From an optimization exercise on the open Yosys and OpenROAD flow, aimed at small area, a short achievable clock period and few clock cycles per item; shortcuts taken in it are not production practice.
At most, simulation tests tie the RTL to the original design; equivalence was not proved.

==> run Y: inputs <==
==> flow/design.v <==
`default_nettype none
module admin_fifo #(
    parameter int WIDTH   = 8,
    parameter int DEPTH   = 8,
    parameter int DEC_LSB = 0,
    parameter int DEC_W   = 1
) (
    input  wire logic                  clk,
    input  wire logic                  rst_n,
    input  wire logic                  push,
    input  wire logic [WIDTH-1:0]      wr_data,
    input  wire logic                  pop,
    output logic      [WIDTH-1:0]      head,
    output logic                       head_valid,
    output logic      [2**DEC_W-1:0]   head_dec,
    output logic                       can_push
);
    localparam int R  = DEPTH - 1;
    localparam int CW = $clog2(R + 1);
    logic [WIDTH-1:0] mem [R];
    logic [R-1:0]     wr_oh;
    logic [R-1:0]     rd_oh;
    logic [CW-1:0]    rcnt;
    logic [CW-1:0]    rcnt_nx;
    logic             nfull;
    logic             rnempty;
    logic             h_load;
    logic             from_ram;
    logic             bypass;
    logic             ram_wr;
    logic             hv_nx;
    logic [WIDTH-1:0] ram_out;
    logic [WIDTH-1:0] h_in;
    assign h_load   = !head_valid || pop;
    assign from_ram = h_load && rnempty;
    assign bypass   = h_load && !rnempty && push;
    assign ram_wr   = push && !bypass;
    assign hv_nx    = h_load ? (rnempty || push) : 1'b1;
    always_comb begin
        rcnt_nx = rcnt;
        if (ram_wr && !from_ram) rcnt_nx = rcnt + 1'b1;
        if (!ram_wr && from_ram) rcnt_nx = rcnt - 1'b1;
    end
    always_ff @(posedge clk) begin
        if (!rst_n) begin
            wr_oh      <= R'(1);
            rd_oh      <= R'(1);
            rcnt       <= '0;
            nfull      <= 1'b1;
            rnempty    <= 1'b0;
            head_valid <= 1'b0;
            head_dec   <= '0;
        end else begin
            if (ram_wr)   wr_oh <= {wr_oh[R-2:0], wr_oh[R-1]};
            if (from_ram) rd_oh <= {rd_oh[R-2:0], rd_oh[R-1]};
            rcnt       <= rcnt_nx;
            nfull      <= (rcnt_nx != CW'(R));
            rnempty    <= (rcnt_nx != '0);
            head_valid <= hv_nx;
            if (h_load) begin
                head_dec <= '0;
                if (rnempty || push) head_dec[h_in[DEC_LSB +: DEC_W]] <= 1'b1;
            end
        end
    end
    for (genvar e = 0; e < R; e++) begin : g_ent
        always_ff @(posedge clk) begin
            if (nfull && wr_oh[e]) mem[e] <= wr_data;
        end
    end
    always_comb begin
        ram_out = '0;
        for (int e = 0; e < R; e++) begin
            ram_out = ram_out | (mem[e] & {WIDTH{rd_oh[e]}});
        end
    end
    assign h_in = rnempty ? ram_out : wr_data;
    always_ff @(posedge clk) begin
        if (h_load) head <= h_in;
    end
    assign can_push = nfull;
endmodule
`default_nettype wire
`default_nettype none
module rq_ingress #(
    parameter int FE_CH = 4,
    parameter int MW    = 63
) (
    input  wire logic [FE_CH*MW-1:0] fe_rq,
    output logic      [FE_CH-1:0]    fe_rq_ready,
    input  wire logic                can_push,
    output logic                     push,
    output logic      [MW-2:0]       wr_data
);
    localparam int FE_IDX = $clog2(FE_CH);
    logic [FE_CH-1:0]  vld;
    logic [FE_CH-1:0]  grant;
    logic [FE_IDX-1:0] sel;
    logic [MW-2:0]     pay;
    always_comb begin
        for (int i = 0; i < FE_CH; i++) vld[i] = fe_rq[i*MW + MW-1];
        grant = vld & ~(vld - 1'b1);
    end
    always_comb begin
        pay = '0;
        sel = '0;
        for (int i = 0; i < FE_CH; i++) begin
            pay = pay | (fe_rq[i*MW +: MW-1] & {(MW-1){grant[i]}});
            sel = sel | (FE_IDX'(i) & {FE_IDX{grant[i]}});
        end
    end
    assign wr_data     = {pay[MW-2:FE_IDX], sel};
    assign push        = can_push && (vld != '0);
    assign fe_rq_ready = grant & {FE_CH{can_push}};
endmodule
`default_nettype wire
`default_nettype none
module rq_egress #(
    parameter int BE_CH = 2,
    parameter int MW    = 63
) (
    input  wire logic                head_valid,
    output logic                     pop,
    input  wire logic [MW-2:0]       head,
    output logic      [BE_CH*MW-1:0] be_rq,
    input  wire logic [BE_CH-1:0]    be_rq_ready
);
    logic [BE_CH-1:0] grant;
    assign grant = be_rq_ready & ~(be_rq_ready - 1'b1);
    assign pop   = head_valid && (be_rq_ready != '0);
    always_comb begin
        for (int b = 0; b < BE_CH; b++) begin
            be_rq[b*MW +: MW] = {head_valid && grant[b], head};
        end
    end
endmodule
`default_nettype wire
`default_nettype none
module cp_ingress #(
    parameter int BE_CH  = 2,
    parameter int MW     = 57,
    parameter int ID_W   = 12,
    parameter int BE_IDX = (BE_CH > 1) ? $clog2(BE_CH) : 1
) (
    input  wire logic [BE_CH*MW-1:0]     be_cp,
    output logic      [BE_CH-1:0]        be_cp_ready,
    input  wire logic                    can_push,
    output logic                         push,
    output logic [MW-1-ID_W+BE_IDX-1:0]  wr_data
);
    localparam int PW = MW - 1 - ID_W;    
    logic [BE_CH-1:0]  vld;
    logic [BE_CH-1:0]  grant;
    logic [BE_IDX-1:0] sel;
    logic [PW-1:0]     pay;
    always_comb begin
        for (int i = 0; i < BE_CH; i++) vld[i] = be_cp[i*MW + MW-1];
        grant = vld & ~(vld - 1'b1);
    end
    always_comb begin
        pay = be_cp[(BE_CH-1)*MW + ID_W +: PW];
        sel = BE_IDX'(BE_CH-1);
        for (int i = BE_CH-2; i >= 0; i--) begin
            if (vld[i]) begin
                pay = be_cp[i*MW + ID_W +: PW];
                sel = BE_IDX'(i);
            end
        end
    end
    assign wr_data     = {pay, sel};
    assign push        = can_push && (vld != '0);
    assign be_cp_ready = grant & {BE_CH{can_push}};
endmodule
`default_nettype wire
`default_nettype none
module cp_egress #(
    parameter int FE_CH  = 4,
    parameter int MW     = 57,
    parameter int ID_W   = 12,
    parameter int BE_IDX = 1
) (
    input  wire logic [FE_CH-1:0]            head_dec,
    output logic                             pop,
    input  wire logic [MW-1-ID_W+BE_IDX-1:0] head,
    output logic      [FE_CH*MW-1:0]         fe_cp,
    input  wire logic [FE_CH-1:0]            fe_cp_ready
);
    logic [FE_CH-1:0] hit;
    assign hit = head_dec & fe_cp_ready;
    assign pop = hit != '0;
    always_comb begin
        for (int h = 0; h < FE_CH; h++) begin
            fe_cp[h*MW +: MW] = {hit[h], head[MW-2+BE_IDX-ID_W:BE_IDX],
                                 ID_W'(head[BE_IDX-1:0])};
        end
    end
endmodule
`default_nettype wire
`default_nettype none
module nvme_admin (
    input  wire logic         clk,
    input  wire logic         rst_n,
    input  wire logic [251:0] fe_rq,
    output logic      [3:0]   fe_rq_ready,
    output logic      [227:0] fe_cp,
    input  wire logic [3:0]   fe_cp_ready,
    output logic      [125:0] be_rq,
    input  wire logic [1:0]   be_rq_ready,
    input  wire logic [113:0] be_cp,
    output logic      [1:0]   be_cp_ready
);
    localparam int FE_CH      = 4;
    localparam int BE_CH      = 2;
    localparam int RQ_W       = 63;
    localparam int CP_W       = 57;
    localparam int ID_W       = 12;
    localparam int FIFO_DEPTH = 8;
    localparam int BE_IDX     = 1;
    localparam int RQ_SW      = RQ_W - 1;
    localparam int CP_SW      = CP_W - 1 - ID_W + BE_IDX;
    logic             rq_push, rq_pop, rq_can_push, rq_head_valid;
    logic [RQ_SW-1:0] rq_wr_data, rq_head;
    logic [1:0]       rq_head_dec;
    logic             cp_push, cp_pop, cp_can_push, cp_head_valid;
    logic [CP_SW-1:0] cp_wr_data, cp_head;
    logic [FE_CH-1:0] cp_head_dec;
    rq_ingress #(
        .FE_CH (FE_CH),
        .MW    (RQ_W)
    ) rq_ingress_inst (
        .fe_rq       (fe_rq),
        .fe_rq_ready (fe_rq_ready),
        .can_push    (rq_can_push),
        .push        (rq_push),
        .wr_data     (rq_wr_data)
    );
    admin_fifo #(
        .WIDTH (RQ_SW),
        .DEPTH (FIFO_DEPTH)
    ) rq_fifo_inst (
        .clk        (clk),
        .rst_n      (rst_n),
        .push       (rq_push),
        .wr_data    (rq_wr_data),
        .pop        (rq_pop),
        .head       (rq_head),
        .head_valid (rq_head_valid),
        .head_dec   (rq_head_dec),
        .can_push   (rq_can_push)
    );
    rq_egress #(
        .BE_CH (BE_CH),
        .MW    (RQ_W)
    ) rq_egress_inst (
        .head_valid  (rq_head_valid),
        .pop         (rq_pop),
        .head        (rq_head),
        .be_rq       (be_rq),
        .be_rq_ready (be_rq_ready)
    );
    cp_ingress #(
        .BE_CH  (BE_CH),
        .MW     (CP_W),
        .ID_W   (ID_W),
        .BE_IDX (BE_IDX)
    ) cp_ingress_inst (
        .be_cp       (be_cp),
        .be_cp_ready (be_cp_ready),
        .can_push    (cp_can_push),
        .push        (cp_push),
        .wr_data     (cp_wr_data)
    );
    admin_fifo #(
        .WIDTH   (CP_SW),
        .DEPTH   (FIFO_DEPTH),
        .DEC_LSB (BE_IDX),
        .DEC_W   (2)
    ) cp_fifo_inst (
        .clk        (clk),
        .rst_n      (rst_n),
        .push       (cp_push),
        .wr_data    (cp_wr_data),
        .pop        (cp_pop),
        .head       (cp_head),
        .head_valid (cp_head_valid),
        .head_dec   (cp_head_dec),
        .can_push   (cp_can_push)
    );
    cp_egress #(
        .FE_CH  (FE_CH),
        .MW     (CP_W),
        .ID_W   (ID_W),
        .BE_IDX (BE_IDX)
    ) cp_egress_inst (
        .head_dec    (cp_head_dec),
        .pop         (cp_pop),
        .head        (cp_head),
        .fe_cp       (fe_cp),
        .fe_cp_ready (fe_cp_ready)
    );
endmodule
`default_nettype wire
==> flow/flow/run.sh <==
#!/bin/bash
# Standard layout, with plain buf_1 cells as the port buffers.
set -euo pipefail
export BUFFER_PORTS_ARGS="-buffer_cell sky130_fd_sc_hd__buf_1"
bash standard.sh > standard_make.log 2>&1
==> flow/standard.sh <==
#!/bin/bash
# synth_recipe.tcl (not shown) runs the flow's synth.tcl, then flattens the netlist and writes it again
# the make line also repeats each setting of config.mk as NAME=value (left out here)
make -C /OpenROAD-flow-scripts/flow DESIGN_CONFIG=/design/flow/config.mk WORK_HOME=/design/flow/orfs CLKGATE_MAP_FILE= SYNTH_SCRIPT=/design/flow/synth_recipe.tcl "${@:-finish}"
==> flow/config.mk <==
export PLATFORM = sky130hd
export DESIGN_NAME = nvme_admin
export DESIGN_NICKNAME = nvme_admin
export VERILOG_FILES = /design/flow/design.v
export SDC_FILE = /design/flow/constraint.sdc
export NUM_CORES = 4
export LEC_CHECK = 0
export CAP_MARGIN = 20
export CORE_MARGIN = 2
export CORE_UTILIZATION = 40
export SETUP_SLACK_MARGIN = 2.5
export SLEW_MARGIN = 20
==> flow/constraint.sdc <==
create_clock -name core_clock -period 5.0 [get_ports {clk}]
set_input_delay 1.0000 -clock core_clock [delete_from_list [all_inputs] [get_ports {clk}]]
set_output_delay 1.0000 -clock core_clock [all_outputs]
set_load 0.01 [all_outputs]
==> run E (differences from run Y) <==
--- a/flow/design.v
+++ b/flow/design.v
@@ -28,3 +28,2 @@
     logic             from_ram;
-    logic             bypass;
     logic             ram_wr;
@@ -35,5 +34,4 @@
     assign from_ram = h_load && rnempty;
-    assign bypass   = h_load && !rnempty && push;
-    assign ram_wr   = push && !bypass;
-    assign hv_nx    = h_load ? (rnempty || push) : 1'b1;
+    assign ram_wr   = push;
+    assign hv_nx    = h_load ? rnempty : 1'b1;
     always_comb begin
@@ -61,3 +59,3 @@
                 head_dec <= '0;
-                if (rnempty || push) head_dec[h_in[DEC_LSB +: DEC_W]] <= 1'b1;
+                if (rnempty) head_dec[h_in[DEC_LSB +: DEC_W]] <= 1'b1;
             end
@@ -76,3 +74,3 @@
     end
-    assign h_in = rnempty ? ram_out : wr_data;
+    assign h_in = ram_out;
     always_ff @(posedge clk) begin
@@ -82,2 +80,57 @@
 endmodule
+module admin_chain #(
+    parameter int WIDTH   = 8,
+    parameter int DEPTH   = 8,
+    parameter int DEC_LSB = 0,
+    parameter int DEC_W   = 1
+) (
+    input  wire logic                  clk,
+    input  wire logic                  rst_n,
+    input  wire logic                  push,
+    input  wire logic [WIDTH-1:0]      wr_data,
+    input  wire logic                  pop,
+    output logic      [WIDTH-1:0]      head,
+    output logic                       head_valid,
+    output logic      [2**DEC_W-1:0]   head_dec,
+    output logic                       can_push
+);
+    logic [WIDTH-1:0] st [DEPTH];
+    logic [DEPTH-1:0] vld;
+    logic [DEPTH-1:0] vld_nx;
+    logic [DEPTH-1:0] full_from;    
+    logic [DEPTH-1:0] en;           
+    always_comb begin
+        full_from[DEPTH-1] = vld[DEPTH-1];
+        for (int k = DEPTH-2; k >= 0; k--) full_from[k] = vld[k] && full_from[k+1];
+        for (int k = 0; k < DEPTH; k++) en[k] = !full_from[k] || pop;
+        for (int k = 0; k < DEPTH; k++) begin
+            if (en[k]) vld_nx[k] = (k == 0) ? push : vld[k-1];
+            else       vld_nx[k] = vld[k];
+        end
+    end
+    always_ff @(posedge clk) begin
+        if (!rst_n) begin
+            vld      <= '0;
+            can_push <= 1'b1;
+            head_dec <= '0;
+        end else begin
+            vld      <= vld_nx;
+            can_push <= !(&vld_nx);
+            if (en[DEPTH-1]) begin
+                head_dec <= '0;
+                if (vld[DEPTH-2]) head_dec[st[DEPTH-2][DEC_LSB +: DEC_W]] <= 1'b1;
+            end
+        end
+    end
+    always_ff @(posedge clk) begin
+        if (en[0]) st[0] <= wr_data;
+    end
+    for (genvar k = 1; k < DEPTH; k++) begin : g_st
+        always_ff @(posedge clk) begin
+            if (en[k]) st[k] <= st[k-1];
+        end
+    end
+    assign head       = st[DEPTH-1];
+    assign head_valid = vld[DEPTH-1];
+endmodule
 `default_nettype wire
@@ -236,3 +289,3 @@
     );
-    admin_fifo #(
+    admin_chain #(
         .WIDTH (RQ_SW),
==> flow/flow/run.sh (replaced) <==
#!/bin/bash
# Standard layout, with plain buf_1 cells as the port buffers and the
# request handshake pins placed together.
set -euo pipefail
export BUFFER_PORTS_ARGS="-buffer_cell sky130_fd_sc_hd__buf_1"
export IO_CONSTRAINTS="$PWD/flow/io.tcl"
bash standard.sh > standard_make.log 2>&1
==> flow/flow/io.tcl (new file) <==
# Keep the request valid bits next to the request ready outputs, which
# depend on them combinationally.
set_io_pin_constraint -pin_names {fe_rq[62] fe_rq[125] fe_rq[188] fe_rq[251] fe_rq_ready[0] fe_rq_ready[1] fe_rq_ready[2] fe_rq_ready[3]} -region left:120-150
--- a/flow/config.mk
+++ b/flow/config.mk
@@ -10,3 +10,6 @@
 export CORE_UTILIZATION = 40
-export SETUP_SLACK_MARGIN = 2.5
+export CTS_BUF_LIST = sky130_fd_sc_hd__clkbuf_8
+export CTS_CLUSTER_DIAMETER = 50
+export CTS_CLUSTER_SIZE = 16
+export SETUP_SLACK_MARGIN = 2.6
 export SLEW_MARGIN = 20
==> run X (differences from run Y) <==
--- a/flow/design.v
+++ b/flow/design.v
@@ -28,3 +28,2 @@
     logic             from_ram;
-    logic             bypass;
     logic             ram_wr;
@@ -35,5 +34,4 @@
     assign from_ram = h_load && rnempty;
-    assign bypass   = h_load && !rnempty && push;
-    assign ram_wr   = push && !bypass;
-    assign hv_nx    = h_load ? (rnempty || push) : 1'b1;
+    assign ram_wr   = push;
+    assign hv_nx    = h_load ? rnempty : 1'b1;
     always_comb begin
@@ -61,3 +59,3 @@
                 head_dec <= '0;
-                if (rnempty || push) head_dec[h_in[DEC_LSB +: DEC_W]] <= 1'b1;
+                if (rnempty) head_dec[h_in[DEC_LSB +: DEC_W]] <= 1'b1;
             end
@@ -76,3 +74,3 @@
     end
-    assign h_in = rnempty ? ram_out : wr_data;
+    assign h_in = ram_out;
     always_ff @(posedge clk) begin
--- a/flow/config.mk
+++ b/flow/config.mk
@@ -9,4 +9,5 @@
 export CORE_MARGIN = 2
-export CORE_UTILIZATION = 40
-export SETUP_SLACK_MARGIN = 2.5
+export CORE_UTILIZATION = 65
+export CTS_BUF_LIST = sky130_fd_sc_hd__clkbuf_4 sky130_fd_sc_hd__clkbuf_8
+export SETUP_SLACK_MARGIN = 3.0
 export SLEW_MARGIN = 20
==> flow_summary.ini <==
[clocking]
cts_sinks = 900
cts_buffers = 91
clk_pin_slew_ns = 0.06
clock_tree.root_cell = clkbuf_16

[outcome]
status = no timing/DRC/antenna violations

[yosys]
ys_top_cells_by_area = edfxtp_1, buf_4, a222oi_1, a22oi_1, a221oi_1
ys_top_cells_by_count = edfxtp_1, buf_4, a22oi_1
yosys.area_share.simple_pct = 2.64
syn_area_per_cell_um2 = 16.1

[sta]
worst_hold_slack_ns = 0.490

[worst_setup_path]
r2r_start = rq_fifo_inst.rd_oh[5]
worst-path-buf-inv = 3

[worst_hold_path]
min_path_cells = 2
Source of the figures above: run Y

==> flow_summary.ini <==
[worst_setup_path]
worst-path-buf-inv = 2
end_kind = output pin
r2r_start = cp_fifo_inst.head_dec[0]

[clocking]
clk_pin_slew_ns = 0.06
clock_latency_ns = 0.77
clock_tree.root_cell = clkbuf_8
cts_sinks = 900

[yosys]
yosys.area_share.simple_pct = 3.65
syn_area_per_cell_um2 = 16.5
ys_top_cells_by_area = edfxtp_1, a22oi_1, buf_4, a222oi_1, dfxtp_1
ys_top_cells_by_count = edfxtp_1, a22oi_1, buf_4

[outcome]
status = no timing/DRC/antenna violations

[grt]
met3_usage_pct = 5.85
Source of the figures above: run X

==> flow_summary.ini <==
[yosys]
syn_area_per_cell_um2 = 18.5
ys_top_cells_by_count = edfxtp_1, buf_4, a22oi_1
ys_top_cells_by_area = edfxtp_1, buf_4, a22oi_1, dfxtp_1, a221o_1

[worst_hold_path]
min_path_cells = 0

[outcome]
status = no timing/DRC/antenna violations

[clocking]
cts_buffers = 81
clk_pin_slew_ns = 0.09
Source of the figures above: run E

Testbench counts of run E, summed over its fixed seeds: cycles 2,060, items 3,072.
Testbench counts of run X, summed over its fixed seeds: cycles 2,060, items 3,072.
Only the layout flow was run in run Y; the RTL was not checked for function there.

re-timing with driven ports:
The results above use ideal ports. As a check the final layouts listed here were re-extracted and re-timed, cells and wires unchanged.
Step 1 (the two cells are an assumption about what drives the block):
set clk [get_ports {clk}]
set_driving_cell -lib_cell sky130_fd_sc_hd__clkbuf_16 $clk
set_driving_cell -lib_cell sky130_fd_sc_hd__buf_2 [delete_from_list [all_inputs] $clk]
Step 2 adds t to the input delays and takes it off the output delays; t is the mean of the earliest and latest rising clock arrival at the registers after step 1. Input paths then give back, and output paths get back, about the clock's delay inside the block.
a / b / c = ideal / step 1 / step 2; a / b = the first two.
| run | shift t [ns] | setup WS [ns] | worst slew at a driven data input, ns |
|---|---|---|---|
| run Y | 0.709 | 2.084 / 1.958 / 1.582 | 0.19 |
| run E | 0.725 | 2.347 / 2.271 / 1.956 | 0.21 |
| run X | 0.820 | 2.395 / 2.300 / 1.745 | 0.19 |
After both steps setup and hold are still met in every run listed. The setup slack of run X, which loses most, moves by -0.095 ns with the drivers and by -0.650 ns with both steps.
